This design comes from an exercise in tuning for small area, a short achievable clock period and few clock cycles per item on the open sky130 flow, not from production work. Where RTL was checked, it was by simulation tests only, not by an equivalence proof against the original. For runs 1 and 2, only the layout was checked, not whether the RTL still works. Power figures rest on the tool's default switching activity, not on a simulated workload.

==> design/flow/design.v <==
`timescale 1ns/100ps
package pipe_pkg;
  typedef logic [32-1:0] word_t;
  typedef logic [3-1:0]  reg_t;
  typedef logic [16-1:0]  imm_t;
  typedef enum logic [3:0] {
    OP_AND  = 4'd0,
    OP_NOT  = 4'd1,
    OP_OR   = 4'd2,
    OP_XOR  = 4'd3,
    OP_ADD  = 4'd4,
    OP_SUB  = 4'd5,
    OP_MOV0 = 4'd6,
    OP_MOV1 = 4'd7,
    OP_MOVI = 4'd8
  } opcode_t;
  typedef enum logic {
    FWD_RF = 1'b0,
    FWD_S3 = 1'b1
  } fwd_sel_t;
endpackage
`timescale 1ns/100ps
module inst_queue #(
  parameter int DEPTH = 13
) (
  input  logic        clk,
  input  logic        rst,
  input  logic        in_pass,
  input  logic [19:0] in_enc,
  input  logic        h_adv,
  output logic        in_accept,
  output logic        h_vld,
  output logic [19:0] h_enc
);
  logic [19:0] mem [DEPTH];
  logic [3:0]  wr_ptr;
  logic [3:0]  rd_ptr;
  logic [3:0]  cnt;
  logic        full_r;
  logic        empty_r;
  logic push;
  logic h_free;
  logic buf_wr;
  logic buf_rd;
  logic [3:0] cnt_nxt;
  assign push   = in_pass & ~full_r;
  assign h_free = ~h_vld | h_adv;
  assign buf_rd = h_free & ~empty_r;
  assign buf_wr = push & ~(h_free & empty_r);
  always_comb begin
    cnt_nxt = cnt;
    if (buf_wr & ~buf_rd) cnt_nxt = cnt + 4'd1;
    else if (buf_rd & ~buf_wr) cnt_nxt = cnt - 4'd1;
  end
  always_ff @(posedge clk) begin
    if (rst) begin
      wr_ptr  <= '0;
      rd_ptr  <= '0;
      cnt     <= '0;
      full_r  <= 1'b0;
      empty_r <= 1'b1;
      h_vld   <= 1'b0;
    end else begin
      if (buf_wr) wr_ptr <= (wr_ptr == 4'(DEPTH - 1)) ? 4'd0 : wr_ptr + 4'd1;
      if (buf_rd) rd_ptr <= (rd_ptr == 4'(DEPTH - 1)) ? 4'd0 : rd_ptr + 4'd1;
      cnt     <= cnt_nxt;
      full_r  <= (cnt_nxt == 4'(DEPTH));
      empty_r <= (cnt_nxt == 4'd0);
      if (h_free) h_vld <= ~empty_r | push;
    end
  end
  always_ff @(posedge clk) begin
    if (!full_r) mem[wr_ptr] <= in_enc;
  end
  always_ff @(posedge clk) begin
    if (h_free) h_enc <= empty_r ? in_enc : mem[rd_ptr];
  end
  assign in_accept = ~full_r;
endmodule
`timescale 1ns/100ps
module reg_file #(
  parameter int W = 8
) (
  input  logic  clk,
  input  pipe_pkg::reg_t ra0,
  input  pipe_pkg::reg_t ra1,
  input  logic           wen,
  input  pipe_pkg::reg_t wa,
  input  logic [W-1:0]   wdata,
  output logic [W-1:0]   rdata0,
  output logic [W-1:0]   rdata1
);
  localparam int N_REGS = 1 << 3;
  logic [W-1:0] mem [N_REGS];
  always_ff @(posedge clk) begin
    if (wen) mem[wa] <= wdata;
  end
  assign rdata0 = mem[ra0];
  assign rdata1 = mem[ra1];
endmodule
`timescale 1ns/100ps
module issue_stage (
  input  pipe_pkg::opcode_t in_op,
  input  pipe_pkg::reg_t    in_ra0,
  input  pipe_pkg::reg_t    in_ra1,
  input  pipe_pkg::reg_t    in_wa,
  input  pipe_pkg::imm_t    in_imm,
  output logic [19:0]       enc
);
  logic       movi;
  logic       arith;
  logic       sub;
  logic [3:0] lut;
  always_comb begin
    movi  = 1'b0;
    arith = 1'b0;
    sub   = 1'b0;
    case (in_op)
      pipe_pkg::OP_AND:  lut = 4'b1000;
      pipe_pkg::OP_NOT:  lut = 4'b0011;
      pipe_pkg::OP_OR:   lut = 4'b1110;
      pipe_pkg::OP_XOR:  lut = 4'b0110;
      pipe_pkg::OP_ADD:  begin lut = 4'b0000; arith = 1'b1; end
      pipe_pkg::OP_SUB:  begin lut = 4'b0000; arith = 1'b1; sub = 1'b1; end
      pipe_pkg::OP_MOV0: lut = 4'b1100;
      pipe_pkg::OP_MOV1: lut = 4'b1010;
      pipe_pkg::OP_MOVI: begin lut = 4'b0000; movi = 1'b1; end
      default:           lut = 4'b1100;
    endcase
  end
  assign enc = {in_wa, movi,
                movi ? in_imm : {4'b0000, lut, arith, sub, in_ra1, in_ra0}};
endmodule
`timescale 1ns/100ps
module exec_unit #(
  parameter int N = 4
) (
  input  logic            clk,
  input  logic            rst,
  input  logic            hold,
  input  logic            h_vld,
  input  logic [19:0]     h_enc,
  output logic            h_adv,
  output logic            out_vld,
  output pipe_pkg::reg_t  out_wa,
  output pipe_pkg::word_t out_wdata
);
  localparam int W = 32 / N;
  logic [N-1:0]          v;
  logic [N-1:0][2:0]     wa;
  logic [N-1:0][2:0]     ra0;
  logic [N-1:0][2:0]     ra1;
  logic [N-1:0]          movi;
  logic [N-1:0][3:0]     lut;
  logic [N-1:0]          arith;
  logic [N-1:0]          sub;
  logic [N-1:0]          cin;
  logic [N-1:0]          fwd0;
  logic [N-1:0]          fwd1;
  logic [N-1:0][15:0]    imm;
  logic [N-1:0][W-1:0]   opa;
  logic [N-1:0][W-1:0]   opb;
  logic [N-1:0][W-1:0]   r;
  logic [N-1:0][31:0]    cr;
  logic [31:0]           out_lo;
  logic [N-1:0]          in_v;
  logic [N-1:0][2:0]     in_wa;
  logic [N-1:0][2:0]     in_ra0;
  logic [N-1:0][2:0]     in_ra1;
  logic [N-1:0]          in_movi;
  logic [N-1:0][3:0]     in_lut;
  logic [N-1:0]          in_arith;
  logic [N-1:0]          in_sub;
  logic [N-1:0][15:0]    in_imm;
  logic [N-1:0][W-1:0]   rd0;
  logic [N-1:0][W-1:0]   rd1;
  logic [N-1:0]          ex;
  logic [N-1:0]          fr;
  logic [N-1:0][W-1:0]   a;
  logic [N-1:0][W-1:0]   b;
  logic [N-1:0][W-1:0]   res;
  logic [N-1:0]          cout;
  assign fr[N-1] = ~v[N-1] | ~hold;
  assign ex[N-1] = v[N-1] & ~hold;
  for (genvar k = 0; k < N - 1; k++) begin : g_adv
    assign fr[k] = ~v[k] | fr[k+1];
    assign ex[k] = v[k] & fr[k+1];
  end
  assign h_adv = fr[0];
  assign in_v[0]     = h_vld;
  assign in_wa[0]    = h_enc[19:17];
  assign in_ra0[0]   = h_enc[2:0];
  assign in_ra1[0]   = h_enc[5:3];
  assign in_movi[0]  = h_enc[16];
  assign in_lut[0]   = h_enc[16] ? 4'b1010 : h_enc[11:8];
  assign in_arith[0] = ~h_enc[16] & h_enc[7];
  assign in_sub[0]   = h_enc[6];
  assign in_imm[0]   = h_enc[15:0];
  for (genvar k = 1; k < N; k++) begin : g_in
    assign in_v[k]     = v[k-1];
    assign in_wa[k]    = wa[k-1];
    assign in_ra0[k]   = ra0[k-1];
    assign in_ra1[k]   = ra1[k-1];
    assign in_movi[k]  = movi[k-1];
    assign in_lut[k]   = lut[k-1];
    assign in_arith[k] = arith[k-1];
    assign in_sub[k]   = sub[k-1];
    assign in_imm[k]   = imm[k-1];
  end
  for (genvar k = 0; k < N; k++) begin : g_slice
    reg_file #(.W(W)) i_rf (
      .clk    (clk),
      .ra0    (in_ra0[k]),
      .ra1    (in_ra1[k]),
      .wen    (v[k]),
      .wa     (wa[k]),
      .wdata  (res[k]),
      .rdata0 (rd0[k]),
      .rdata1 (rd1[k])
    );
    always_ff @(posedge clk) begin
      if (rst) v[k] <= 1'b0;
      else if (fr[k]) v[k] <= in_v[k];
    end
    always_ff @(posedge clk) begin
      if (fr[k]) begin
        wa[k]    <= in_wa[k];
        ra0[k]   <= in_ra0[k];
        ra1[k]   <= in_ra1[k];
        movi[k]  <= in_movi[k];
        lut[k]   <= in_lut[k];
        arith[k] <= in_arith[k];
        sub[k]   <= in_sub[k];
        imm[k]   <= in_imm[k];
        fwd0[k]  <= ex[k] && (wa[k] == in_ra0[k]);
        fwd1[k]  <= ex[k] && (wa[k] == in_ra1[k]) && !in_movi[k];
        opa[k]   <= rd0[k];
        opb[k]   <= in_movi[k] ? ((k * W < 16) ? W'(in_imm[k] >> (k * W)) : '0) : rd1[k];
      end
    end
    assign a[k] = fwd0[k] ? r[k] : opa[k];
    assign b[k] = fwd1[k] ? r[k] : opb[k];
    logic [W+1:0] s;
    logic [W-1:0] l;
    logic         c;
    if (k == 0) begin : g_c0
      assign c = sub[k];
    end else begin : g_cn
      assign c = cin[k];
    end
    assign s = {1'b0, a[k], 1'b1} + {1'b0, b[k] ^ {W{sub[k]}}, c};
    always_comb begin
      for (int i = 0; i < W; i++) begin
        l[i] = lut[k][{a[k][i], b[k][i]}];
      end
    end
    assign res[k]  = arith[k] ? s[W:1] : l;
    assign cout[k] = s[W+1];
    always_ff @(posedge clk) begin
      if (ex[k]) r[k] <= res[k];
    end
    if (k > 0) begin : g_cin
      always_ff @(posedge clk) begin
        if (fr[k]) cin[k] <= cout[k-1];
      end
    end else begin : g_cin0
      assign cin[k] = 1'b0;
    end
    always_ff @(posedge clk) begin
      if (k < 2) cr[k] <= '0;
      else if (fr[k]) cr[k] <= cr[(k < 2) ? 0 : k-1] | (32'(r[(k < 2) ? 0 : k-2]) << ((k < 2) ? 0 : (k-2) * W));
    end
  end
  always_ff @(posedge clk) begin
    if (rst) out_vld <= 1'b0;
    else     out_vld <= ex[N-1];
  end
  always_ff @(posedge clk) begin
    out_wa <= wa[N-1];
    out_lo <= cr[N-1] | (32'(r[N-2]) << ((N-2) * W));
  end
  assign out_wdata = {r[N-1], out_lo[(N-1)*W-1:0]};
endmodule
`timescale 1ns/100ps
module precompute_pipe (
  input  logic    clk,
  input  logic    rst,
  input  logic    in_pass,
  input  logic [3:0]  in_op,
  input  logic [2:0]  in_ra0,
  input  logic [2:0]  in_ra1,
  input  logic [2:0]  in_wa,
  input  logic [15:0] in_imm,
  input  logic    hold,
  output logic    in_accept,
  output logic    out_vld,
  output logic [2:0]  out_wa,
  output logic [31:0] out_wdata
);
  logic [19:0] in_enc;
  logic        h_vld;
  logic [19:0] h_enc;
  logic        h_adv;
  issue_stage i_issue_stage (
    .in_op  (pipe_pkg::opcode_t'(in_op)),
    .in_ra0 (in_ra0),
    .in_ra1 (in_ra1),
    .in_wa  (in_wa),
    .in_imm (in_imm),
    .enc    (in_enc)
  );
  inst_queue #(.DEPTH(15 - 4)) i_inst_queue (
    .clk       (clk),
    .rst       (rst),
    .in_pass   (in_pass),
    .in_enc    (in_enc),
    .h_adv     (h_adv),
    .in_accept (in_accept),
    .h_vld     (h_vld),
    .h_enc     (h_enc)
  );
  exec_unit i_exec_unit (
    .clk       (clk),
    .rst       (rst),
    .hold      (hold),
    .h_vld     (h_vld),
    .h_enc     (h_enc),
    .h_adv     (h_adv),
    .out_vld   (out_vld),
    .out_wa    (out_wa),
    .out_wdata (out_wdata)
  );
endmodule
==> design/flow/run.sh <==
#!/bin/bash
# synth_recipe.tcl (not shown) runs the flow's synth.tcl, then flattens the netlist and writes it again
# the make line also repeats each setting of config.mk as NAME=value (left out here)
make -C /OpenROAD-flow-scripts/flow DESIGN_CONFIG=/design/flow/config.mk WORK_HOME=/design/flow/orfs CLKGATE_MAP_FILE= SYNTH_SCRIPT=/design/flow/synth_recipe.tcl finish
==> design/flow/config.mk <==
export PLATFORM = sky130hd
export DESIGN_NAME = precompute_pipe
export DESIGN_NICKNAME = precompute_pipe
export VERILOG_FILES = /design/flow/design.v
export SDC_FILE = /design/flow/constraint.sdc
export NUM_CORES = 4
export LEC_CHECK = 0
export CAP_MARGIN = 20
export CORE_MARGIN = 2
export CORE_UTILIZATION = 60
export PLACE_DENSITY = 0.75
export SETUP_SLACK_MARGIN = 2.0
export SLEW_MARGIN = 20
==> design/flow/constraint.sdc <==
create_clock -name core_clock -period 4.5 [get_ports {clk}]
set_input_delay 0.9000 -clock core_clock [delete_from_list [all_inputs] [get_ports {clk}]]
set_output_delay 0.9000 -clock core_clock [all_outputs]
set_load 0.01 [all_outputs]
==> summary.md, run 1 <==
| Metric | Value |
|---|---|
| Status | no timing/DRC/antenna violations |
| Hold Path End | i_exec_unit.out_lo[1] |
| Register-to-Register Setup Slack | 1.54 ns |
| WHS Path Cells | 0 |
| Area share of the largest cell type after synthesis | 62.4% |
| Critical Path Source Type | register |
| Worst-skew pair later-pin latency | 0.62 ns |
| Drt first pass iters | 8 |
| Post-Syn Area | 33300 µm² |
| Worst Hold Launch | i_exec_unit.cr[97] |
| Share of layout cells above drive strength 1 | 31.0% |
| Seq/Total Area, Yosys | 65.8% |
| Vias in the first global route | 19900 |
| First-pass GRT wire length | 115000 µm |
| Period Utilization, post-route | 65.8% |
| Post-DP HPWL | 45400 µm |
| Critical Path Most Common Cell | buf_6 |
| F_max | 338 MHz |
| # H-tree levels | 3 |
| Worst Skew | 0.0170 ns |
| Post-synth EDFFs | 692 |
| CP max-delay cell | edfxtp_1 |
| Total GRT Usage | 26.6% |
| Top_reg_cell synth | edfxtp_1 |
| Num ports | 70 |
| PD cells | 778 nW/µm² |
| Critical Path RT | 4.98 ns |
| CTS Hold Buffers Added | 0 |
| RSZ-0062 raised after global routing | true |
| Cell chain of the critical path | buf_12, mux2i_4, xnor2_2, inv_2, fa_2, nor2b_2, o21a_1, buf_6, buf_6, o21ai_4, a2111o_1, o211ai_1, buf_4 |
| RR Endpoint | i_exec_unit.g_slice[1].i_rf.mem[1][7] |
| CP Capture Type | register |
| P_leak | 0.0135 µW |
| Final worst path period need | 2.96 ns |
| Antenna violations before repair | 2 |
| Synthesized net count | 2114 |
| CTS tree | yes |
| FF-to-FF Start | i_exec_unit.fwd1[1] |
| Fin worst setup slack | 1.54 ns |
| Final number of setup-violating endpoints | 0 |
| Core Area | 55000 µm² |
| Residual DRC count | 0 |
| CP bufs+invs | 5 |
| Routed len/inst | 25.3 µm |
| Mean area per synthesized cell | 16.3 µm² |
| Internal power | 20000 µW |
| Post-synth top cells | 692 x edfxtp_1, 168 x mux4_2, 148 x mux2i_1, 131 x nand2_1, 101 x o21ai_0 |
| Sequential power share | 37.7% |
| Fin Hold WS | 0.336 ns |
| DRT Wirelength | 76900 µm |
| Final count of hold timing violations | 0 |
| DR vias/cell | 6.41 |
| Via count | 19500 |
| Synth area leader | edfxtp_1 |
| Row count | 86 |
| Comb power frac | 42.3% |
| Most frequent cell after synthesis | edfxtp_1 |
| Routed Antenna Nets | 0 |
| Starting density of the core | 60.6% |
| Port bufs | 69 |
| Cells on worst reg2reg path | 13 |
| Clock tree buffer depth | 3 |
| Setup WS pre-CTS | 0.997 ns |
| Chip Width | 240 µm |
| Non-filler cells, final | 3043 |
| Critical path's top delay family | compound AO/OA/AOI/OAI gates |
| Iteration-0 DRC Markers | 1656 |
| Worst VDD drop | 0.000618 V |
| #FFs+latches synth | 749 |
| Hold WC Path Type | reg -> reg |
| Final GP Congestion | 0.866 |
| CTS Buf Count | 76 |
| Switching share of power | 35.4% |
| Yosys warns | 4 |
| Max-Cap Viols | 0 |
| Crit path kind | reg -> reg |
| Worst Max-Slew Pin Slew | 1.05 ns |
| Placed cell count | 2775 |
| Sink Count | 749 |
| Clock-pin slew on the worst setup and hold paths | 0.06 ns |
| Synth unique cells | 71 |
| Fill count | 3241 |
| Die height | 240 µm |
| Setup total negative slack | 0 ns |
| Async set-reset flop share out of synthesis | 0% |
| Relative slew margins | 29.9% |
| P&R area growth vs syn | 19.3% |
| Synthesized instance count | 2045 |
| Die footprint | 57400 µm² |
| Largest net degree at the start of global routing | 46 |
| Worst-path maximum fanout | 5 |
| Top post-synthesis cells by area | edfxtp_1 62%, mux4_2 11%, mux2i_1 4.4% |
| Worst stage delay on the critical path | 0.42 ns |
| Clk root buf | clkbuf_16 |
| Psw | 10900 µW |
| Final Net Count | 2303 |
| Arrival @ worst endpoint | 3.44 ns |
| GR Overflow Total | 0 |
| Clock power share | 20.0% |
| Max Slew Vio Count | 0 |
==> layout by cell type, fill, tap and decap left out, drive strengths merged, types with 54 or more instances in the layout <==
master and n:
buf 151, mux2 84, o21ai 109, mux4 171, clkbuf 96, dfxtp 57, nand2 131, clkdlybuf4s50 54
a21oi 56, mux2i 148, nor2 94, edfxtp 692
==> final cells by class <==
cell class	instances	area (µm²)	share of cell area, %
antenna	2	5.00	0.0126
clock buffer	96	2020	5.08
clock inverter	41	414	1.04
inverter	52	221	0.557
multi-input combinational	1135	12100	30.4
sequential	749	21900	55.2
tap	748	936	2.35
timing repair buffer	220	2120	5.34
==> per-stage QoR <==
stage	utilization, %	cell area (µm²)	total power [µW]
6_report	72.3	39700	30900
3_5_place_dp	63.6	35000	20400
2_1_floorplan	-	33600	17800
5_1_grt	72.3	39700	32200
3_3_place_gp	63.6	35000	20000
4_1_cts	70.8	38900	28900
==> state kept, by name, indices dropped and copies added, names as in the netlist, 6 cells and up, named ones only <==
signal and count:
i_exec_unit.g_slice.i_rf.mem 256, i_exec_unit.wa 12, i_exec_unit.ra0 6, i_inst_queue.h_enc 20
i_exec_unit.r 32, i_exec_unit.opb 32, i_exec_unit.lut 16, i_exec_unit.imm 15
i_exec_unit.cr 24, i_exec_unit.out_lo 24, i_inst_queue.mem 220, i_exec_unit.opa 32
i_exec_unit.ra1 6
==> power by group through the flow <==
stage               clock, µW  combinational, µW  sequential [µW]
finish                   6190              13100            11700
global route             6510              13900            11800
CTS                      6260              11100            11600
detailed placement          0               8540            11800
global placement            0               8180            11800
floorplan                   0               7370            10500
==> cells by family (layout without fill, tap and decap cells) <==
kind of cell / count (synthesis) / count (layout) / share of synthesized area [%]
buf+inv: 169 / 409 / 2.22
flops: 749 / 749 / 65.8
xor+xnor: 73 / 73 / 1.92
simple gates: 350 / 350 / 4.85
compound gates: 264 / 272 / 4.88
mux: 403 / 403 / 18.9
other cells: 0 / 2 / 0
fa+ha+maj: 37 / 37 / 1.45
==> worst max path at each step <==
stage	end	cells past startpoint	slack, ns	from
final	i_exec_unit.g_slice[1].i_rf.mem[1][7]	13	1.54	i_exec_unit.fwd1[1]
after global placement	i_inst_queue.empty_r	9	1.10	hold
after global routing	i_exec_unit.r[15]	13	1.47	i_exec_unit.fwd1[1]
after CTS	i_exec_unit.r[15]	13	1.79	i_exec_unit.fwd1[1]
after floorplan	i_inst_queue.empty_r	8	1.95	hold
after detailed placement	i_inst_queue.full_r	9	1.0	hold
==> worst register-to-register path, delay by kind of cell (launching register included) <==
family / cells / cell delay [ns]
AO/OA/AOI/OAI: 4 / 0.83
XOR/XNOR: 1 / 0.17
adder cells (fa/ha/maj): 1 / 0.42
buffers and inverters: 5 / 0.66
flip-flops: 1 / 0.42
multiplexers: 1 / 0.19
AND/OR/NAND/NOR: 1 / 0.14
==> what timing repair did <==
item,CTS,global route
setup buffers,87,30
endpoints found under the hold margin,0,0
resized for setup,139,121
cloned,8,4
setup endpoints to repair,326,259
pin swaps,48,56
==> layer usage <==
metal | wire length [µm] | GRT usage, % | vias to the layer above
met5 | 0 | 0 | -
met4 | 2810 | 9.91 | 0
met3 | 4860 | 4.17 | 226
met2 | 39900 | 47.0 | 876
met1 | 29300 | 33.1 | 9955
li1 | - | - | 8444
==> run 2, diff against run 1 <==
--- a/design/flow/config.mk
+++ b/design/flow/config.mk
@@ -10,4 +10,4 @@
 export CORE_UTILIZATION = 60
 export PLACE_DENSITY = 0.75
-export SETUP_SLACK_MARGIN = 2.0
+export SETUP_SLACK_MARGIN = 2.7
 export SLEW_MARGIN = 20
==> summary.md, run 2 <==
| Metric | Value |
|---|---|
| Status | no timing/DRC/antenna violations |
| Arrival @ worst endpoint | 3.16 ns (-0.28 ns) |
| Top post-synthesis cells by area | edfxtp_1 62%, mux4_2 11%, mux2i_1 4.4% |
| Routed len/inst | 26.9 µm (+6.4%) |
| Core Area | 55000 µm² (unchanged) |
| Chip Width | 240 µm (unchanged) |
| CTS Buf Count | 77 (+1.3%) |
| Share of layout cells above drive strength 1 | 40.9% (+9.8 points) |
| Largest Register | i_exec_unit.g_slice.i_rf.mem |
| P&R area growth vs syn | 26.0% |
| Yosys warns | 4 (unchanged) |
| Synthesized net count | 2114 (unchanged) |
| First-pass GRT wire length | 122000 µm (+6.7%) |
| CP Capture Type | register |
| Sink Count | 749 (unchanged) |
| PD cells | 791 nW/µm² (+1.6%) |
| Relative slew margins | 41.7% (+12 points) |
| Antenna violations before repair | 0 (-2) |
| Worst Max-Slew Pin Slew | 0.865 ns (-0.183 ns) |
| Die footprint | 57400 µm² (unchanged) |
| Fill count | 2956 (-8.8%) |
| Critical Path RT | 4.88 ns (-0.10 ns) |
| Final GP Congestion | 0.877 (+1.2%) |
| Post-synth top cells | 692 x edfxtp_1, 168 x mux4_2, 148 x mux2i_1, 131 x nand2_1, 101 x o21ai_0 |
| Largest net degree at the start of global routing | 47 (+2.2%) |
| Top Registers | i_exec_unit.g_slice.i_rf.mem (256), i_inst_queue.mem (220) |
| Area occupied by registers | 22000 µm² (+0.17%) |
| Residual DRC count | 0 (unchanged) |
| Drt first pass iters | 5 (-3) |
| Most frequent cell after synthesis | edfxtp_1 |
| Max Slew Vio Count | 0 (unchanged) |
| P_leak | 0.0145 µW (+6.9%) |
| CTS tree | yes |
| Async set-reset flop share out of synthesis | 0% (unchanged) |
| Worst-skew pair later-pin latency | 0.64 ns (+0.02 ns) |
| Worst VDD drop | 0.000677 V (+9.5%) |
| GR Overflow Total | 0 (unchanged) |
| Worst Skew | 0.0190 ns (+0.00204 ns) |
| Critical Path Source Type | register |
| Starting density of the core | 60.6% (unchanged) |
| Max-Cap Viols | 0 (unchanged) |
| Row count | 86 (unchanged) |
| Synth area leader | edfxtp_1 |
| Num ports | 70 (unchanged) |
| DRT Wirelength | 85400 µm (+11%) |
| Mean area per synthesized cell | 16.3 µm² (unchanged) |
| Iteration-0 DRC Markers | 2020 (+22%) |
| Synth unique cells | 71 (unchanged) |
| Clock-pin slew on the worst setup and hold paths | 0.06 ns (about the same) |
| Post-Syn Area | 33300 µm² (unchanged) |
| Total GRT Usage | 28.9% (+2.4 points) |
| Port bufs | 69 (unchanged) |
| Commonest non-fill, non-tap cells in the layout | 692 x edfxtp_1, 171 x mux4_2, 168 x buf_4 |
| # H-tree levels | 3 (unchanged) |
| Synthesized instance count | 2045 (unchanged) |
| Post-synth EDFFs | 692 (unchanged) |
| Clock tree buffer depth | 3 (unchanged) |
| Via count | 20300 (+4.2%) |
| Post-DP HPWL | 45200 µm (-0.32%) |
| Vias in the first global route | 20700 (+3.9%) |
| Final number of setup-violating endpoints | 0 (unchanged) |
| F_max | 360 MHz (+6.7%) |
| Crit path kind | reg -> reg |
| Routed Antenna Nets | 0 (unchanged) |
| Hold WC Path Type | reg -> reg |
| CTS Hold Buffers Added | 0 (unchanged) |
| Most common cell after layout, fill and taps aside | edfxtp_1 |
| Setup total negative slack | 0 ns (unchanged) |
| Seq/Total Area, Yosys | 65.8% (unchanged) |
| Clk root buf | clkbuf_16 |
| Largest register FFs | 256 (unchanged) |
| #FFs+latches synth | 749 (unchanged) |
| Final count of hold timing violations | 0 (unchanged) |
| DR vias/cell | 6.40 (-0.17%) |
| Area occupied by multi-input gates | 12900 µm² (+6.5%) |
| Worst-path maximum fanout | 6 (+1) |
| Fin Hold WS | 0.341 ns (+0.00454 ns) |
| Top_reg_cell synth | edfxtp_1 |
| Final Net Count | 2434 (+5.7%) |
| Period Utilization, post-route | 61.7% (-4.1 points) |
| RSZ-0062 raised after global routing | true |
| Final worst path period need | 2.78 ns (-0.185 ns) |
| Area share of the largest cell type after synthesis | 62.4% (unchanged) |
| Die height | 240 µm (unchanged) |
[run 2: cell counts after synthesis]
Identical to the previous run, type by type.
[run 2: power breakdown]
group / switching, µW / internal (µW)
Clock: 2720 / 3490
Combinational: 8030 / 7520
Sequential: 1440 / 9990
Total: 12200 / 21000
[run 2: worst max-delay path, cell delays in order (launching register included)]
cell	delay, ns
edfxtp_1	0.42
buf_12	0.17
mux2i_2	0.30
xnor2_1	0.11
ha_1	0.42
nor2_1	0.26
nor2_2	0.12
a2111o_1	0.53
o311ai_4	0.20
[run 2: through the flow]
| stage | cells | power [µW] | utilization, % | area, µm² | worst slack, ns |
|---|---|---|---|---|---|
| finish | 3177 | 33200 | 76.3 | 42000 | 1.72 |
| global placement | 2774 | 20700 | 64.2 | 35300 | 1.04 |
| global route | 3176 | 34400 | 76.3 | 42000 | 1.62 |
| floorplan | 2045 | 18500 | - | 34100 | 1.95 |
| detailed placement | 2774 | 21100 | 64.2 | 35300 | 0.925 |
| CTS | 3107 | 30700 | 74.0 | 40700 | 1.88 |
[run 2: cell families (layout without fill, tap and decap cells)]
logic type	after synthesis	count (layout)	share of synthesized area, %
simple gates	350	356	4.85
other cells	0	1	0
flops	749	749	65.8
compound gates	264	276	4.88
buf+inv	169	534	2.22
xor+xnor	73	73	1.92
mux	403	403	18.9
fa+ha+maj	37	37	1.45
[run 2: repair_timing]
action                      CTS  global route
cloned                       20             8
pin swaps                    79            52
setup buffers               171            61
setup endpoints to repair  1190           467
hold endpoints to repair      0             0
gates resized for setup     433           137
[run 2: final timing paths]
path	to	slack [ns]	startpoint	cells after the start
worst max register to register	i_exec_unit.r[22]	1.72	i_exec_unit.fwd1[2]	8
worst min register to register	i_exec_unit.out_lo[7]	0.34	i_exec_unit.cr[103]	0
worst max-delay path	i_exec_unit.r[22]	1.72	i_exec_unit.fwd1[2]	8
worst min-delay path	i_exec_unit.out_lo[7]	0.34	i_exec_unit.cr[103]	0
[run 2: cell type report]
type                            instances  area share (%)
Tap cell                              748            2.23
Timing Repair Buffer                  338            8.24
Clock inverter                         46            1.07
Clock buffer                           96            4.83
Multi-Input combinational cell       1145            30.7
Sequential cell                       749            52.3
Antenna cell                            1         0.00596
Timing Repair inverter                  2          0.0417
Inverter                               52           0.551
[run 2: metal layers]
layer  routed length (µm)  GRT usage (%)
met2                43600           49.7
met3                 6940           4.78
met4                 3080           10.5
met5                    0              0
met1                31800           37.5
==> run 3, diff against run 2 <==
--- a/design/flow/design.v
+++ b/design/flow/design.v
@@ -134,5 +134,5 @@
 `timescale 1ns/100ps
 module exec_unit #(
-  parameter int N = 4
+  parameter int N = 8
 ) (
   input  logic            clk,
@@ -310,5 +310,5 @@
     .enc    (in_enc)
   );
-  inst_queue #(.DEPTH(15 - 4)) i_inst_queue (
+  inst_queue #(.DEPTH(15 - 8)) i_inst_queue (
     .clk       (clk),
     .rst       (rst),
==> summary.md, run 3 <==
| Metric | Value |
|---|---|
| Status | no timing/DRC/antenna violations |
| F_max | 424 MHz (+18%) |
| Synthesized net count | 2161 (+2.2%) |
| Critical Path Source Type | register |
| Most common cell after layout, fill and taps aside | edfxtp_1 |
| Routed len/inst | 25.0 µm (-7.0%) |
| Antenna violations before repair | 1 (+1) |
| RSZ-0062 raised after global routing | true |
| Critical Path RT | 4.92 ns (+0.04 ns) |
| Yosys warns | 4 (unchanged) |
| P_leak | 0.0152 µW (+4.8%) |
| Async set-reset flop share out of synthesis | 0% (unchanged) |
| Period Utilization, post-route | 52.4% (-9.3 points) |
| Post-Syn Area | 35200 µm² (+5.6%) |
| Post-synth EDFFs | 761 (+10%) |
| Final number of setup-violating endpoints | 0 (unchanged) |
| Clock tree buffer depth | 3 (unchanged) |
| Internal power | 21300 µW (+1.4%) |
| Most frequent cell after synthesis | edfxtp_1 |
| Commonest non-fill, non-tap cells in the layout | 761 x edfxtp_1, 149 x mux4_2, 142 x buf_4 |
| Synth unique cells | 61 (-14%) |
| #FFs+latches synth | 831 (+11%) |
| Worst stage delay on the critical path | 0.51 ns (-0.02 ns) |
| CTS tree | yes |
| Drt first pass iters | 5 (unchanged) |
| Sink Count | 831 (+11%) |
| Synth area leader | edfxtp_1 |
| CP max-delay cell | edfxtp_1 |
| CTS Hold Buffers Added | 0 (unchanged) |
| Top post-synthesis cells by area | edfxtp_1 65%, mux4_2 9.5%, mux2i_1 4.6% |
| Top_reg_cell synth | edfxtp_1 |
| Residual DRC count | 0 (unchanged) |
| Worst-path maximum fanout | 5 (-1) |
| Clock power share | 20.2% (+1.5 points) |
| Relative slew margins | 15.9% (-26 points) |
| Critical Path Most Common Cell | xnor2_1 |
| Post-layout util | 74.3% (-2.1 points) |
| Die height | 246 µm (+2.7%) |
| Max-Cap Viols | 0 (unchanged) |
| Iteration-0 DRC Markers | 1928 (-4.6%) |
| PD cells | 754 nW/µm² (-4.6%) |
| CTS Buf Count | 81 (+5.2%) |
| Post-DP HPWL | 48800 µm (+7.8%) |
| Sequential power share | 41.8% (+7.4 points) |
| Final GP Congestion | 0.844 (-3.8%) |
| Post-synth top cells | 761 x edfxtp_1, 161 x mux2i_1, 149 x mux4_2, 140 x nand2_1, 106 x o21ai_0 |
| Share of layout cells above drive strength 1 | 36.2% (-4.6 points) |
| Routed Antenna Nets | 0 (unchanged) |
| CP Capture Type | register |
| Top Registers | i_exec_unit.g_slice.i_rf.mem (256), i_inst_queue.mem (140), i_exec_unit.cr (84) |
| Area share of the largest cell type after synthesis | 64.9% (+2.6 points) |
| Comb power frac | 38.1% (-8.8 points) |
| Starting density of the core | 60.9% (+0.29 points) |
| Vias in the first global route | 20400 (-1.3%) |
| Final count of hold timing violations | 0 (unchanged) |
| Largest register FFs | 256 (unchanged) |
| Fill count | 3201 (+8.3%) |
| Port bufs | 69 (unchanged) |
| Worst-skew pair later-pin latency | 0.63 ns (about the same) |
| P&R area growth vs syn | 21.9% |
| Hold WC Path Type | reg -> reg |
| DR vias/cell | 6.16 (-3.8%) |
| Worst VDD drop | 0.000543 V (-20%) |
| Seq/Total Area, Yosys | 68.9% (+3.1 points) |
| Largest net degree at the start of global routing | 50 (+6.4%) |
| Final worst path period need | 2.36 ns (-0.418 ns) |
| Largest Register | i_exec_unit.g_slice.i_rf.mem |
| Setup total negative slack | 0 ns (unchanged) |
| Psw | 11100 µW (-9.1%) |
| Cell chain of the critical path | mux2i_2, xnor2_1, ha_1, a21o_1, a21oi_2, xnor2_1, nand2_2, o21ai_4 |
| Core Area | 57800 µm² (+5.1%) |
| Final Net Count | 2431 (-0.12%) |
| # H-tree levels | 3 (unchanged) |
| Clk root buf | clkbuf_16 |
| Chip Width | 246 µm (+2.7%) |
| First-pass GRT wire length | 120000 µm (-2.0%) |
| GR Overflow Total | 0 (unchanged) |
| Arrival @ worst endpoint | 2.78 ns (-0.38 ns) |
| Mean area per synthesized cell | 16.9 µm² (+3.5%) |
| Clock-pin slew on the worst setup and hold paths | 0.06 ns (about the same) |
| Synthesized instance count | 2088 (+2.1%) |
| Crit path kind | reg -> reg |
| Row count | 88 (+2.3%) |
| Worst Max-Slew Pin Slew | 1.26 ns (+0.396 ns) |
| Num ports | 70 (unchanged) |
| Switching share of power | 34.2% (-2.5 points) |
| Max Slew Vio Count | 0 (unchanged) |
| Worst Skew | 0.0265 ns (+0.00748 ns) |
| DRT Wirelength | 79700 µm (-6.7%) |
| Die footprint | 60600 µm² (+5.5%) |
| Via count | 19600 (-3.4%) |
| Total GRT Usage | 26.4% (-2.5 points) |
## run 3: cell count changes in the layout (fill, tap and decap cells not counted), moves of 21 or more
cell      change
a21oi_1      -21
buf_4        -26
edfxtp_1     +69
mux4_2       -22
nor2_1       +34
nor2_2       -22
o211ai_1     -25
xnor2_1      +23
## run 3: worst paths after layout
check,from,end,slack [ns],depth (start not counted)
max reg2reg,i_exec_unit.fwd1[4],i_exec_unit.r[19],2.14,8
max,i_exec_unit.fwd1[4],i_exec_unit.r[19],2.14,8
min reg2reg,i_exec_unit.cr[244],i_exec_unit.out_lo[20],0.34,0
min,i_exec_unit.cr[244],i_exec_unit.out_lo[20],0.34,0
## run 3: timing repair
action,4_1_cts,5_1_grt
pin swaps,30,49
setup endpoints to repair,924,448
gates resized for setup,396,123
buffers inserted,123,52
cloned,26,7
## run 3: cells by family after synthesis
| group | after synthesis | synth area share [%] |
|---|---|---|
| flip-flops | 831 | 68.9 |
| multiplexers | 406 | 17.2 |
| AND/OR/NAND/NOR | 356 | 4.71 |
| AO/OA/AOI/OAI | 194 | 3.16 |
| buffers and inverters | 150 | 1.71 |
| XOR/XNOR | 110 | 2.74 |
| adder cells (fa/ha/maj) | 41 | 1.60 |
## run 3: worst max-delay path, delay by kind of cell, from the launching register on
kind | cells | cell delay, ns
AND/OR/NAND/NOR | 1 | 0.14
multiplexers | 1 | 0.30
flip-flops | 1 | 0.51
XOR/XNOR | 2 | 0.31
adder cells (fa/ha/maj) | 1 | 0.35
AO/OA/AOI/OAI | 3 | 0.56
## run 3: per-layer routing
layer	track usage [%]	wire length, µm
met1	33.9	30800
met2	46.4	41600
met3	3.41	4920
met4	9.34	2340
met5	0	0
## run 3: metrics by stage
| stage | setup slack (ns) | instance area [µm²] | hold slack, ns | power, µW | std cells |
|---|---|---|---|---|---|
| 4_1_cts | 2.18 | 41900 | 0.343 | 31000 | 3128 |
| 5_1_grt | 2.05 | 42900 | 0.345 | 33800 | 3189 |
| 3_3_place_gp | 0.956 | 37200 | 0.324 | 21500 | 2831 |
| 6_report | 2.14 | 42900 | 0.341 | 32400 | 3189 |
| 2_1_floorplan | 1.43 | 36000 | 0.323 | 19400 | 2088 |
| 3_5_place_dp | 0.891 | 37200 | 0.329 | 22000 | 2831 |
## run 3: power by group through the flow
stage          Combinational [µW]  Clock (µW)  Sequential [µW]
3_3_place_gp                 7840           0            13700
4_1_cts                     11000        6620            13400
5_1_grt                     13200        6920            13700
6_report                    12300        6530            13500
3_5_place_dp                 8180           0            13800
2_1_floorplan                7310           0            12100
## run 3: final cells by class
cell class | instances | area, µm² | share of cell area [%]
repair buffers | 264 | 2520 | 5.88
clock inverters | 36 | 319 | 0.743
diodes | 1 | 2.50 | 0.00583
flip-flops and latches | 831 | 24300 | 56.7
clock buffers | 112 | 2220 | 5.18
repair inverters | 4 | 32.5 | 0.0758
inverters | 42 | 204 | 0.475
well taps | 765 | 957 | 2.23
multi-input cells | 1134 | 12300 | 28.7
Testbench counts of run 3, summed over its fixed seeds: cycles 12,080, items 12,000.
==> run 4, diff against run 3 <==
--- a/design/flow/config.mk
+++ b/design/flow/config.mk
@@ -9,5 +9,7 @@
 export CORE_MARGIN = 2
 export CORE_UTILIZATION = 60
+export CTS_CLUSTER_DIAMETER = 100
+export CTS_CLUSTER_SIZE = 30
 export PLACE_DENSITY = 0.75
-export SETUP_SLACK_MARGIN = 2.7
+export SETUP_SLACK_MARGIN = 2.0
 export SLEW_MARGIN = 20
==> summary.md, run 4 <==
| Metric | Value |
|---|---|
| Critical path's top delay family | flip-flops |
| CTS Buf Count | 34 (-58%) |
| Psw | 8540 µW (-23%) |
| Setup WS pre-CTS | 0.940 ns (+0.0492 ns) |
| Cell chain of the critical path | mux2i_4, xnor2_1, ha_1, nor3_2, nor2_1, o41ai_2, xor2_1, buf_4, mux2i_4 |
| Post-synth top cells | 761 x edfxtp_1, 161 x mux2i_1, 149 x mux4_2, 140 x nand2_1, 106 x o21ai_0 |
| N_diodes | 0 (-1) |
| Final count of hold timing violations | 0 (unchanged) |
| Arrival @ worst endpoint | 2.80 ns (+0.02 ns) |
| Die height | 246 µm (unchanged) |
| Row count | 88 (unchanged) |
| Final Net Count | 2214 (-8.9%) |
| Largest Register | i_exec_unit.g_slice.i_rf.mem |
| Post-DP Area | 36700 µm² (-1.4%) |
| Drt first pass iters | 5 (unchanged) |
| Residual DRC count | 0 (unchanged) |
| Total GRT Usage | 22.9% (-3.5 points) |
| Final worst path period need | 2.51 ns (+0.148 ns) |
| Synth area leader | edfxtp_1 |
| Hold WC Path Type | reg -> reg |
| Area share of the largest cell type after synthesis | 64.9% (unchanged) |
| Post-layout util | 66.5% (-7.8 points) |
| Comb power frac | 32.2% (-5.9 points) |
| GR Overflow Total | 0 (unchanged) |
| Share of layout cells above drive strength 1 | 19.8% (-16 points) |
| Routed Antenna Nets | 0 (unchanged) |
| Setup total negative slack | 0 ns (unchanged) |
| Via count | 17700 (-9.7%) |
| CP max-delay cell | edfxtp_1 |
| F_max | 399 MHz (-5.9%) |
| DR vias/cell | 6.05 (-1.8%) |
| Synth unique cells | 61 (unchanged) |
| Die footprint | 60600 µm² (unchanged) |
| Critical Path Most Common Cell | mux2i_4 |
| Period Utilization, post-route | 55.7% (+3.3 points) |
| P&R area growth vs syn | 9.18% |
| Final Cell Area | 38400 µm² (-10%) |
| Synthesized net count | 2161 (unchanged) |
| Starting density of the core | 60.9% (unchanged) |
| Seq/Total Area, Yosys | 68.9% (unchanged) |
| RSZ-0062 raised after global routing | true |
| Largest register FFs | 256 (unchanged) |
| Final GP Congestion | 0.841 (-0.37%) |
| Post-Syn Area | 35200 µm² (unchanged) |
| Clock tree buffer depth | 3 (unchanged) |
| Top Registers | i_exec_unit.g_slice.i_rf.mem (256), i_inst_queue.mem (140), i_exec_unit.cr (84) |
| CTS tree | yes |
| Clk root buf | clkbuf_16 |
| Worst-path maximum fanout | 5 (unchanged) |
| Critical Path Source Type | register |
| Relative slew margins | 29.3% (+13 points) |
| Iteration-0 DRC Markers | 1493 (-23%) |
| PD cells | 666 nW/µm² (-12%) |
| Crit path kind | reg -> reg |
| Top post-synthesis cells by area | edfxtp_1 65%, mux4_2 9.5%, mux2i_1 4.6% |
| Final Total Pwr | 25600 µW (-21%) |
| Sequential power share | 52.9% (+11 points) |
| Core Area | 57800 µm² (unchanged) |
| Post-synth EDFFs | 761 (unchanged) |
| # H-tree levels | 2 (-1) |
| #FFs+latches synth | 831 (unchanged) |
| Switching share of power | 33.4% (-0.83 points) |
| Max-Cap Viols | 0 (unchanged) |
| Most common cell after layout, fill and taps aside | edfxtp_1 |
| DRT Wirelength | 68000 µm (-15%) |
| Clock power share | 14.9% (-5.3 points) |
| CP bufs+invs | 1 (+1) |
| Commonest non-fill, non-tap cells in the layout | 761 x edfxtp_1, 149 x mux4_2, 141 x mux2i_1 |
| Chip Width | 246 µm (unchanged) |
| Antenna violations before repair | 1 (unchanged) |
| Final number of setup-violating endpoints | 0 (unchanged) |
| CP Capture Type | register |
| Critical Path RT | 4.80 ns (-0.12 ns) |
| Most frequent cell after synthesis | edfxtp_1 |
| Clock-pin slew on the worst setup and hold paths | 0.11 ns (+0.05 ns) |
| Worst Max-Slew Pin Slew | 1.06 ns (-0.203 ns) |
| First-pass GRT wire length | 106000 µm (-11%) |
| Yosys warns | 4 (unchanged) |
| Async set-reset flop share out of synthesis | 0% (unchanged) |
| Top_reg_cell synth | edfxtp_1 |
| P_leak | 0.0131 µW (-14%) |
| Fin worst setup slack | 1.99 ns (-0.148 ns) |
| Mean area per synthesized cell | 16.9 µm² (unchanged) |
| Post-DP HPWL | 47000 µm (-3.7%) |
| Synthesized instance count | 2088 (unchanged) |
| Status | no timing/DRC/antenna violations |
| Routed len/inst | 23.2 µm (-7.2%) |
| Worst VDD drop | 0.000433 V (-20%) |
| Vias in the first global route | 18600 (-8.9%) |
| Port bufs | 69 (unchanged) |
| Num ports | 70 (unchanged) |
| Max Slew Vio Count | 0 (unchanged) |
| Worst Skew | 0.0278 ns (+0.00127 ns) |
| CTS Hold Buffers Added | 0 (unchanged) |
| Largest net degree at the start of global routing | 50 (unchanged) |
| Sink Count | 831 (unchanged) |
| Worst stage delay on the critical path | 0.52 ns (about the same) |
| Internal power | 17100 µW (-20%) |
| Worst-skew pair later-pin latency | 0.60 ns (-0.03 ns) |
[run 4: cell counts after synthesis]
No cell type changed its count.
[run 4: logic make-up after synthesis]
group / share of synthesized area [%]
flops: 68.9
mux: 17.2
simple gates: 4.71
compound gates: 3.16
fa+ha+maj: 1.60
xor+xnor: 2.74
buf+inv: 1.71
[run 4: power by group through the flow]
| stage | registers [µW] | clock network, µW | logic [µW] |
|---|---|---|---|
| after detailed placement | 13700 | 0 | 7530 |
| after global placement | 13600 | 0 | 7210 |
| final | 13500 | 3820 | 8230 |
| after CTS | 13500 | 3930 | 7800 |
| after global routing | 13800 | 4170 | 9020 |
| after floorplan | 12000 | 0 | 6690 |
[run 4: repair_timing]
item | in CTS | in global routing
pin swaps | 1 | 3
buffers inserted | 6 | 30
gates cloned | 0 | 1
gates resized for setup | 56 | 43
setup endpoints to repair | 287 | 200
hold endpoints to repair | 0 | 0
[run 4: final timing paths]
kind / cells past startpoint / startpoint / slack, ns / end
worst max-delay path: 9 / i_exec_unit.fwd1[0] / 1.99 / i_exec_unit.g_slice[0].i_rf.mem[0][3]
worst min-delay path: 0 / i_exec_unit.cr[246] / 0.35 / i_exec_unit.out_lo[22]
worst max register to register: 9 / i_exec_unit.fwd1[0] / 1.99 / i_exec_unit.g_slice[0].i_rf.mem[0][3]
worst min register to register: 0 / i_exec_unit.cr[246] / 0.35 / i_exec_unit.out_lo[22]
[run 4: layout make-up]
type,count,area [µm²]
Inverter,42,203
Clock inverter,2,38.8
Sequential cell,831,24300
Fill cell,3837,19400
Multi-Input combinational cell,1108,10800
Clock buffer,59,1030
Tap cell,765,957
Timing Repair Buffer,124,1110
[run 4: per-layer routing]
layer | track usage, % | wire length (µm) | part of all wire, % | vias to the layer above
met2 | 40.8 | 36000 | 53 | 441
met4 | 6.77 | 1600 | 2.4 | 2
li1 | - | - | - | 8108
met1 | 30.0 | 27400 | 40 | 9079
met5 | 0 | 13 | 0.019 | -
met3 | 2.42 | 2910 | 4.3 | 100
[run 4: through the flow]
step,instances,hold WS [ns]
2_1_floorplan,2088,0.323
3_3_place_gp,2833,0.326
3_5_place_dp,2833,0.328
4_1_cts,2900,0.349
5_1_grt,2931,0.358
6_report,2931,0.350
==> run 5, diff against run 4 <==
--- a/design/flow/config.mk
+++ b/design/flow/config.mk
@@ -12,4 +12,4 @@
 export CTS_CLUSTER_SIZE = 30
 export PLACE_DENSITY = 0.75
-export SETUP_SLACK_MARGIN = 2.0
+export SETUP_SLACK_MARGIN = 2.2
 export SLEW_MARGIN = 20
==> summary.md, run 5 <==
| Metric | Value |
|---|---|
| Vias in the first global route | 18700 (+0.79%) |
| Post-layout util | 67.8% (+1.3 points) |
| Setup WS pre-CTS | 0.914 ns (-0.0260 ns) |
| CTS Hold Buffers Added | 0 (unchanged) |
| DR vias/cell | 6.13 (+1.3%) |
| Chip Width | 246 µm (unchanged) |
| Register-to-Register Setup Slack | 2.06 ns (+0.06 ns) |
| Iteration-0 DRC Markers | 1541 (+3.2%) |
| Commonest non-fill, non-tap cells in the layout | 761 x edfxtp_1, 149 x mux4_2, 126 x mux2i_1 |
| Relative slew margins | 26.0% (-3.2 points) |
| Largest net degree at the start of global routing | 50 (unchanged) |
| P&R area growth vs syn | 11.3% |
| P_leak | 0.0134 µW (+2.6%) |
| Via count | 18200 (+2.9%) |
| Row count | 88 (unchanged) |
| Cell chain of the critical path | mux2i_2, xnor2_1, ha_2, nor3_4, nor2_2, o41ai_4, xor2_1, buf_4, mux2i_4 |
| DRT Wirelength | 71400 µm (+5.1%) |
| N_diodes | 0 (unchanged) |
| Drt first pass iters | 6 (+1) |
| CTS Buf Count | 31 (-8.8%) |
| PD cells | 684 nW/µm² (+2.8%) |
| First-pass GRT wire length | 108000 µm (+1.4%) |
| Starting density of the core | 60.9% (unchanged) |
| Seq/Total Area, Yosys | 68.9% (unchanged) |
| Post-synth top cells | 761 x edfxtp_1, 161 x mux2i_1, 149 x mux4_2, 140 x nand2_1, 106 x o21ai_0 |
| CTS tree | yes |
| Sink Count | 831 (unchanged) |
| RSZ-0062 raised after global routing | true |
| Most common cell after layout, fill and taps aside | edfxtp_1 |
| #FFs+latches synth | 831 (unchanged) |
| Clock-pin slew on the worst setup and hold paths | 0.11 ns (about the same) |
| Post-synth EDFFs | 761 (unchanged) |
| Top_reg_cell synth | edfxtp_1 |
| Period Utilization, post-route | 54.3% (-1.4 points) |
| Core Area | 57800 µm² (unchanged) |
| Max Slew Vio Count | 0 (unchanged) |
| Post-DP HPWL | 46500 µm (-0.93%) |
| GR Overflow Total | 0 (unchanged) |
| Top Registers | i_exec_unit.g_slice.i_rf.mem (256), i_inst_queue.mem (140), i_exec_unit.cr (84) |
| Num ports | 70 (unchanged) |
| Share of layout cells above drive strength 1 | 24.6% (+4.9 points) |
| Fin worst setup slack | 2.06 ns (+0.0614 ns) |
| Fill count | 3818 (-0.50%) |
| CP Capture Type | register |
| Synthesized net count | 2161 (unchanged) |
| Final number of setup-violating endpoints | 0 (unchanged) |
| Port bufs | 69 (unchanged) |
| Largest Register | i_exec_unit.g_slice.i_rf.mem |
| Synth unique cells | 61 (unchanged) |
| Worst-skew pair later-pin latency | 0.65 ns (+0.05 ns) |
| Top post-synthesis cells by area | edfxtp_1 65%, mux4_2 9.5%, mux2i_1 4.6% |
| Arrival @ worst endpoint | 2.90 ns (+0.10 ns) |
| Hold WC Path Type | reg -> reg |
| Die height | 246 µm (unchanged) |
| Final GP Congestion | 0.862 (+2.5%) |
| Final count of hold timing violations | 0 (unchanged) |
| Worst Max-Slew Pin Slew | 1.11 ns (+0.0485 ns) |
| Residual DRC count | 0 (unchanged) |
| Clk root buf | clkbuf_16 |
| Post-Syn Area | 35200 µm² (unchanged) |
| Async set-reset flop share out of synthesis | 0% (unchanged) |
| Synth area leader | edfxtp_1 |
| Yosys warns | 4 (unchanged) |
| Status | no timing/DRC/antenna violations |
| Largest register FFs | 256 (unchanged) |
| F_max | 409 MHz (+2.5%) |
| Critical Path Source Type | register |
| Die footprint | 60600 µm² (unchanged) |
| Critical path's top delay family | multiplexers |
| Mean area per synthesized cell | 16.9 µm² (unchanged) |
| Synthesized instance count | 2088 (unchanged) |
| Final worst path period need | 2.44 ns (-0.0614 ns) |
| Final Total Pwr | 26800 µW (+4.7%) |
| Clock tree buffer depth | 3 (unchanged) |
| Critical Path RT | 4.95 ns (+0.15 ns) |
| Routed Antenna Nets | 0 (unchanged) |
| Setup total negative slack | 0 ns (unchanged) |
| Antenna violations before repair | 0 (-1) |
| Crit path kind | reg -> reg |
| # H-tree levels | 1 (-1) |
| Most frequent cell after synthesis | edfxtp_1 |
| Worst Skew | 0.0362 ns (+0.00845 ns) |
| Total GRT Usage | 23.3% (+0.39 points) |
| Worst stage delay on the critical path | 0.51 ns (about the same) |
| CP bufs+invs | 1 (unchanged) |
| Worst VDD drop | 0.000537 V (+24%) |
| Worst-path maximum fanout | 5 (unchanged) |
| Max-Cap Viols | 0 (unchanged) |
| Final Net Count | 2258 (+2.0%) |
| Fin Hold WS | 0.351 ns (+0.000874 ns) |
| Routed len/inst | 24.0 µm (+3.5%) |
| Area share of the largest cell type after synthesis | 64.9% (unchanged) |
| CP max-delay cell | edfxtp_1 |
-- run 5: final cells by class --
class                   instances  area (µm²)  share of cell area (%)
repair buffers                158        1390                    3.54
clock buffers                  56         880                    2.25
flip-flops and latches        831       24300                    61.9
inverters                      42         181                   0.463
multi-input cells            1121       11500                    29.3
clock inverters                 2        17.5                  0.0447
well taps                     765         957                    2.44
-- run 5: cells by family (layout without fill, tap and decap cells) --
| logic type | after synthesis | count (layout) | share of synthesized area (%) |
|---|---|---|---|
| simple gates | 356 | 356 | 4.71 |
| fa+ha+maj | 41 | 41 | 1.60 |
| xor+xnor | 110 | 110 | 2.74 |
| flops | 831 | 831 | 68.9 |
| mux | 406 | 408 | 17.2 |
| compound gates | 194 | 206 | 3.16 |
| buf+inv | 150 | 258 | 1.71 |
-- run 5: worst register-to-register path: stages, from the launching register on --
cell and delay [ns]:
edfxtp_1 0.51, mux2i_2 0.32, xnor2_1 0.12, ha_2 0.39, nor3_4 0.06, nor2_2 0.17, o41ai_4 0.11, xor2_1 0.18
buf_4 0.17, mux2i_4 0.24
-- run 5: per-stage QoR --
stage	cells	area, µm²
global route	2975	39200
detailed placement	2833	36700
finish	2975	39200
floorplan	2088	35400
CTS	2938	38400
global placement	2833	36700
-- run 5: final timing paths --
path | startpoint | endpoint | depth (start not counted)
min reg2reg | i_exec_unit.cr[224] | i_exec_unit.out_lo[0] | 0
min | i_exec_unit.cr[224] | i_exec_unit.out_lo[0] | 0
max | i_exec_unit.fwd1[0] | i_exec_unit.g_slice[0].i_rf.mem[6][3] | 9
max reg2reg | i_exec_unit.fwd1[0] | i_exec_unit.g_slice[0].i_rf.mem[6][3] | 9
-- run 5: routing by layer --
| layer | track usage (%) | part of all wire, % |
|---|---|---|
| met5 | 0 | 0 |
| met2 | 41.5 | 52 |
| met4 | 6.36 | 2.8 |
| met3 | 2.59 | 4.9 |
| met1 | 30.7 | 40 |
-- run 5: timing repair --
action                                 in CTS  in global routing
resized for setup                         151                103
pin swaps                                  10                 38
setup buffers                              40                 30
setup endpoints to repair                 533                253
endpoints found under the hold margin       0                  0
cloned                                      7                  7
-- run 5: power by group --
group | switching, µW | internal (µW) | total, µW
logic | 4850 | 4830 | 9680
clock network | 2160 | 1350 | 3510
registers | 2330 | 11300 | 13600
==> run 6, diff against run 5 <==
--- a/design/flow/config.mk
+++ b/design/flow/config.mk
@@ -12,4 +12,4 @@
 export CTS_CLUSTER_SIZE = 30
 export PLACE_DENSITY = 0.75
-export SETUP_SLACK_MARGIN = 2.2
+export SETUP_SLACK_MARGIN = 1.8
 export SLEW_MARGIN = 20
==> summary.md, run 6 <==
| Metric | Value |
|---|---|
| Clock-pin slew on the worst setup and hold paths | 0.11 ns (about the same) |
| Period Utilization, post-route | 58.2% (+3.9 points) |
| Synth unique cells | 61 (unchanged) |
| Synth area leader | edfxtp_1 |
| Area share of the largest cell type after synthesis | 64.9% (unchanged) |
| Worst Skew | 0.0253 ns (-0.0109 ns) |
| Chip Width | 246 µm (unchanged) |
| Post-synth top cells | 761 x edfxtp_1, 161 x mux2i_1, 149 x mux4_2, 140 x nand2_1, 106 x o21ai_0 |
| Die footprint | 60600 µm² (unchanged) |
| Via count | 17600 (-3.8%) |
| Post-synth EDFFs | 761 (unchanged) |
| Synthesized instance count | 2088 (unchanged) |
| Critical Path Source Type | register |
| Worst-path maximum fanout | 8 (+3) |
| Psw | 8170 µW (-13%) |
| N_diodes | 0 (unchanged) |
| DRT Wirelength | 66600 µm (-6.7%) |
| Clk root buf | clkbuf_16 |
| P&R area growth vs syn | 7.15% |
| Iteration-0 DRC Markers | 1322 (-14%) |
| Residual DRC count | 0 (unchanged) |
| Largest register FFs | 256 (unchanged) |
| Worst Max-Slew Pin Slew | 1.03 ns (-0.0728 ns) |
| Comb power frac | 31.3% (-4.8 points) |
| Drt first pass iters | 5 (-1) |
| Seq/Total Area, Yosys | 68.9% (unchanged) |
| Sequential power share | 54.6% (+3.8 points) |
| Fin worst setup slack | 1.88 ns (-0.173 ns) |
| Max-Cap Viols | 0 (unchanged) |
| Die height | 246 µm (unchanged) |
| F_max | 382 MHz (-6.6%) |
| CP max-delay cell | clkdlybuf4s50_1 |
| Final GP Congestion | 0.877 (+1.8%) |
| Starting density of the core | 60.9% (unchanged) |
| Status | no timing/DRC/antenna violations |
| Top_reg_cell synth | edfxtp_1 |
| RSZ-0062 raised after global routing | false |
| Core Area | 57800 µm² (unchanged) |
| Largest net degree at the start of global routing | 50 (unchanged) |
| Synthesized net count | 2161 (unchanged) |
| CP Capture Type | output pin |
| Switching share of power | 33.1% (-1.7 points) |
| Post-Syn Area | 35200 µm² (unchanged) |
| Worst-skew pair later-pin latency | 0.64 ns (about the same) |
| Most frequent cell after synthesis | edfxtp_1 |
| GR Overflow Total | 0 (unchanged) |
| #FFs+latches synth | 831 (unchanged) |
| PD cells | 654 nW/µm² (-4.4%) |
| Final worst path period need | 2.62 ns (+0.173 ns) |
| P_leak | 0.0128 µW (-5.0%) |
| Sink Count | 831 (unchanged) |
| Async set-reset flop share out of synthesis | 0% (unchanged) |
| CTS Buf Count | 31 (unchanged) |
| Crit path kind | reg -> out |
| Yosys warns | 4 (unchanged) |
| Final Net Count | 2185 (-3.2%) |
| Worst VDD drop | 0.000435 V (-19%) |
| # H-tree levels | 1 (unchanged) |
| Total GRT Usage | 22.4% (-0.96 points) |
| Antenna violations before repair | 0 (unchanged) |
| Commonest non-fill, non-tap cells in the layout | 761 x edfxtp_1, 155 x mux2i_1, 149 x mux4_2 |
| First-pass GRT wire length | 104000 µm (-3.2%) |
| Max Slew Vio Count | 0 (unchanged) |
| Top Registers | i_exec_unit.g_slice.i_rf.mem (256), i_inst_queue.mem (140), i_exec_unit.cr (84) |
| Largest Register | i_exec_unit.g_slice.i_rf.mem |
| Setup WS pre-CTS | 0.772 ns (-0.142 ns) |
| Mean area per synthesized cell | 16.9 µm² (unchanged) |
| Vias in the first global route | 18300 (-2.4%) |
| Worst stage delay on the critical path | 0.56 ns (+0.05 ns) |
| Internal power | 16500 µW (-5.5%) |
| Routed len/inst | 23.0 µm (-4.4%) |
| Final count of hold timing violations | 0 (unchanged) |
| Most common cell after layout, fill and taps aside | edfxtp_1 |
| Routed Antenna Nets | 0 (unchanged) |
| Relative slew margins | 30.9% (+4.9 points) |
| CTS tree | yes |
| Cell chain of the critical path | inv_1, clkdlybuf4s50_1 |
| Final number of setup-violating endpoints | 0 (unchanged) |
| Post-DP HPWL | 46800 µm (+0.58%) |
| Arrival @ worst endpoint | 1.72 ns (-1.18 ns) |
| Hold WC Path Type | reg -> reg |
| DR vias/cell | 6.05 (-1.3%) |
| Top post-synthesis cells by area | edfxtp_1 65%, mux4_2 9.5%, mux2i_1 4.6% |
| Row count | 88 (unchanged) |
| Clock power share | 14.1% (+1.0 points) |
| Fill count | 3877 (+1.5%) |
| Critical Path RT | 3.60 ns (-1.35 ns) |
| Port bufs | 69 (unchanged) |
| Clock tree buffer depth | 3 (unchanged) |
| Share of layout cells above drive strength 1 | 16.8% (-7.9 points) |
| Num ports | 70 (unchanged) |
| Setup total negative slack | 0 ns (unchanged) |
run 6: cell counts after synthesis:
Identical to the previous run, type by type.
run 6: metal layers:
layer  GRT usage (%)  routed length [µm]  vias to the layer above
met2            40.7               35400                      437
met4            5.15                1550                        0
met5               0                   0                        -
met3            2.46                2890                       91
li1                -                   -                     8055
met1            29.0               26800                     8968
run 6: final cells by class:
cell class / count / area (µm²) / area share (%)
clock buffer: 55 / 870 / 2.31
clock inverter: 2 / 10.0 / 0.0265
inverter: 42 / 185 / 0.491
multi-input combinational: 1107 / 10500 / 27.9
sequential: 831 / 24300 / 64.3
tap: 765 / 957 / 2.54
timing repair buffer: 99 / 920 / 2.44
run 6: per-stage QoR:
step	instances	total power [µW]	instance area, µm²	utilization, %	hold slack, ns
after detailed placement	2834	21200	36600	63.4	0.327
after floorplan	2088	18700	35200	-	0.323
after CTS	2891	24700	37600	65.0	0.349
after global routing	2901	26100	37700	65.2	0.361
after global placement	2834	20800	36600	63.4	0.327
final	2901	24700	37700	65.2	0.349
run 6: power groups by stage:
| stage | registers (µW) | logic, µW | clock network [µW] |
|---|---|---|---|
| 3_3_place_gp | 13600 | 7150 | 0 |
| 6_report | 13500 | 7740 | 3470 |
| 3_5_place_dp | 13700 | 7490 | 0 |
| 4_1_cts | 13500 | 7670 | 3540 |
| 2_1_floorplan | 12000 | 6660 | 0 |
| 5_1_grt | 13700 | 8560 | 3780 |
run 6: worst paths after layout:
kind / startpoint / to / slack [ns] / depth (start not counted)
hold reg to reg: i_exec_unit.cr[237] / i_exec_unit.out_lo[13] / 0.35 / 0
setup / recovery: i_inst_queue.full_r / in_accept / 1.88 / 2
hold / removal: i_exec_unit.cr[237] / i_exec_unit.out_lo[13] / 0.35 / 0
setup reg to reg: i_exec_unit.fwd1[5] / i_exec_unit.g_slice[5].i_rf.mem[1][3] / 1.97 / 8
run 6: cells by family (layout without fill, tap and decap cells):
logic type / Yosys count / after routing / share of synthesized area, %
multiplexers: 406 / 406 / 17.2
XOR/XNOR: 110 / 110 / 2.74
adder cells (fa/ha/maj): 41 / 41 / 1.60
buffers and inverters: 150 / 198 / 1.71
AND/OR/NAND/NOR: 356 / 356 / 4.71
flip-flops: 831 / 831 / 68.9
AO/OA/AOI/OAI: 194 / 194 / 3.16
run 6: critical path, delay by kind of cell (launching register included):
kind                   cells  cell delay [ns]
buffers and inverters      2             0.69
flip-flops                 1             0.39
run 6: what timing repair did:
item | CTS | global route
setup endpoints to repair | 164 | 178
pin swaps | 0 | 2
hold buffers | 0 | 0
buffers inserted | 0 | 10
resized for setup | 29 | 19
==> run 7, diff against run 6 <==
--- a/design/flow/config.mk
+++ b/design/flow/config.mk
@@ -9,7 +9,5 @@
 export CORE_MARGIN = 2
 export CORE_UTILIZATION = 60
-export CTS_CLUSTER_DIAMETER = 100
-export CTS_CLUSTER_SIZE = 30
 export PLACE_DENSITY = 0.75
-export SETUP_SLACK_MARGIN = 1.8
+export SETUP_SLACK_MARGIN = 2.0
 export SLEW_MARGIN = 20
==> summary.md, run 7 <==
| Metric | Value |
|---|---|
| Relative slew margins | 30.4% (-0.46 points) |
| Internal power | 19700 µW (+19%) |
| First-pass GRT wire length | 109000 µm (+4.5%) |
| Share of layout cells above drive strength 1 | 22.6% (+5.9 points) |
| Post-synth EDFFs | 761 (unchanged) |
| Hold Path End | i_exec_unit.out_lo[22] |
| Switching share of power | 31.8% (-1.3 points) |
| Worst Hold Launch | i_exec_unit.cr[246] |
| Most frequent cell after synthesis | edfxtp_1 |
| P&R area growth vs syn | 14.1% |
| Fin worst setup slack | 2.04 ns (+0.160 ns) |
| Final number of setup-violating endpoints | 0 (unchanged) |
| Synthesized net count | 2161 (unchanged) |
| Antenna violations before repair | 1 (+1) |
| #FFs+latches synth | 831 (unchanged) |
| Top post-synthesis cells by area | edfxtp_1 65%, mux4_2 9.5%, mux2i_1 4.6% |
| DR vias/cell | 6.04 (-0.18%) |
| Critical Path RT | 5.00 ns (+1.40 ns) |
| Crit path kind | in -> reg |
| Residual DRC count | 0 (unchanged) |
| Clock tree buffer depth | 3 (unchanged) |
| Comb power frac | 28.2% (-3.1 points) |
| FF-to-FF Start | i_exec_unit.r[1] |
| Chip Width | 246 µm (unchanged) |
| Status | no timing/DRC/antenna violations |
| Area share of the largest cell type after synthesis | 64.9% (unchanged) |
| Clock power share | 24.7% (+11 points) |
| Final count of hold timing violations | 0 (unchanged) |
| Psw | 9170 µW (+12%) |
| CP Capture Type | register |
| Most common cell after layout, fill and taps aside | edfxtp_1 |
| # H-tree levels | 3 (+2) |
| Seq/Total Area, Yosys | 68.9% (unchanged) |
| Mean area per synthesized cell | 16.9 µm² (unchanged) |
| Core Area | 57800 µm² (unchanged) |
| Register-to-Register Setup Slack | 2.09 ns (+0.12 ns) |
| Synthesized instance count | 2088 (unchanged) |
| Drt first pass iters | 5 (unchanged) |
| Die height | 246 µm (unchanged) |
| Arrival @ worst endpoint | 2.96 ns (+1.24 ns) |
| Vias in the first global route | 19200 (+5.1%) |
| Yosys warns | 4 (unchanged) |
| Largest net degree at the start of global routing | 50 (unchanged) |
| F_max | 407 MHz (+6.5%) |
| Port bufs | 69 (unchanged) |
| Synth unique cells | 61 (unchanged) |
| DRT Wirelength | 70000 µm (+5.1%) |
| Post-DP HPWL | 47000 µm (+0.36%) |
| Critical Path Source Type | input port |
| Top Registers | i_exec_unit.g_slice.i_rf.mem (256), i_inst_queue.mem (140), i_exec_unit.cr (84) |
| WHS Path Cells | 0 (unchanged) |
| Worst Skew | 0.0180 ns (-0.00723 ns) |
| Max-Cap Viols | 0 (unchanged) |
| Commonest non-fill, non-tap cells in the layout | 761 x edfxtp_1, 149 x mux4_2, 141 x mux2i_1 |
| Largest Register | i_exec_unit.g_slice.i_rf.mem |
| Final worst path period need | 2.46 ns (-0.160 ns) |
| RR Endpoint | i_exec_unit.g_slice[0].i_rf.mem[6][3] |
| Post-synth top cells | 761 x edfxtp_1, 161 x mux2i_1, 149 x mux4_2, 140 x nand2_1, 106 x o21ai_0 |
| P_leak | 0.0140 µW (+9.3%) |
| CTS Buf Count | 84 (+170%) |
| N_diodes | 0 (unchanged) |
| Worst Max-Slew Pin Slew | 1.03 ns (-0.000715 ns) |
| Worst VDD drop | 0.000432 V (-0.74%) |
| Worst-path maximum fanout | 9 (+1) |
| Routed Antenna Nets | 0 (unchanged) |
| Fill count | 3611 (-6.9%) |
| Hold WC Path Type | reg -> reg |
| Starting density of the core | 60.9% (unchanged) |
| Async set-reset flop share out of synthesis | 0% (unchanged) |
| Top_reg_cell synth | edfxtp_1 |
| Die footprint | 60600 µm² (unchanged) |
-- run 7: power groups by stage --
stage               logic, µW  clock network (µW)  registers (µW)
global placement         7210                   0           13600
floorplan                6690                   0           12000
global route             8930                7570           13800
CTS                      7870                7270           13600
detailed placement       7530                   0           13700
finish                   8140                7140           13600
-- run 7: what timing repair did --
action                                  CTS  global route
gates resized for setup                  61            38
hold buffers                              0             0
pin swaps                                 1             2
setup buffers                             9            19
gates cloned                              0             1
endpoints found under the setup margin  281           171
-- run 7: how the worst max path moves through the flow --
stage                                                        to           startpoint  slack [ns]
after global placement                      i_inst_queue.full_r                 hold        1.05
after CTS                                         out_wdata[29]    i_exec_unit.r[29]        1.96
after detailed placement                    i_inst_queue.full_r                 hold        0.94
final                                                  register             in_op[2]        2.04
after global routing      i_exec_unit.g_slice[5].i_rf.mem[7][3]  i_exec_unit.fwd1[5]        1.93
after floorplan                             i_exec_unit.fwd1[1]                 hold        1.43
-- run 7: critical path, cell delays in order --
cell	delay, ns
clkdlybuf4s50_1	0.55
nor3b_4	0.26
and2_4	0.27
mux2_2	0.42
mux2_2	0.29
mux2_2	0.26
-- run 7: kinds of logic after synthesis --
logic type / share of synthesized area (%)
muxes: 17.2
AOI/OAI and AO/OA: 3.16
DFF: 68.9
xor gates and xnor gates: 2.74
buffers and inverters: 1.71
and+or+nand+nor: 4.71
adders and majority gates: 1.60
-- run 7: layout make-up --
cell class / instances / area [µm²] / share of cell area [%]
clock buffers: 105 / 2280 / 5.68
clock inverters: 51 / 599 / 1.49
flip-flops and latches: 831 / 24300 / 60.4
repair buffers: 116 / 1050 / 2.62
inverters: 42 / 203 / 0.505
multi-input cells: 1108 / 10800 / 26.9
well taps: 765 / 957 / 2.38
-- run 7: stage by stage --
| step | total power, µW | util [%] | cell area, µm² | std cells | hold WS, ns |
|---|---|---|---|---|---|
| after global placement | 20800 | 63.5 | 36700 | 2833 | 0.326 |
| after global routing | 30300 | 69.5 | 40200 | 3018 | 0.348 |
| after floorplan | 18700 | - | 35300 | 2088 | 0.323 |
| after detailed placement | 21200 | 63.5 | 36700 | 2833 | 0.328 |
| after CTS | 28700 | 68.9 | 39800 | 2998 | 0.341 |
| final | 28900 | 69.5 | 40200 | 3018 | 0.340 |
-- run 7: layer usage --
metal | part of all wire, % | GRT usage (%) | up-vias
met2 | 51 | 40.8 | 603
met1 | 39 | 30.2 | 9191
met3 | 5.5 | 3.98 | 175
met5 | 0.019 | 0 | -
met4 | 3.8 | 9.86 | 2
li1 | - | - | 8255

Check on run 7: ideal ports give 2.042 ns setup slack; a clkbuf_16 on the clock port and buf_2 on the inputs give 1.999 ns; moving port delays by the midpoint clock arrival (0.675 ns) as well gives 1.395 ns.
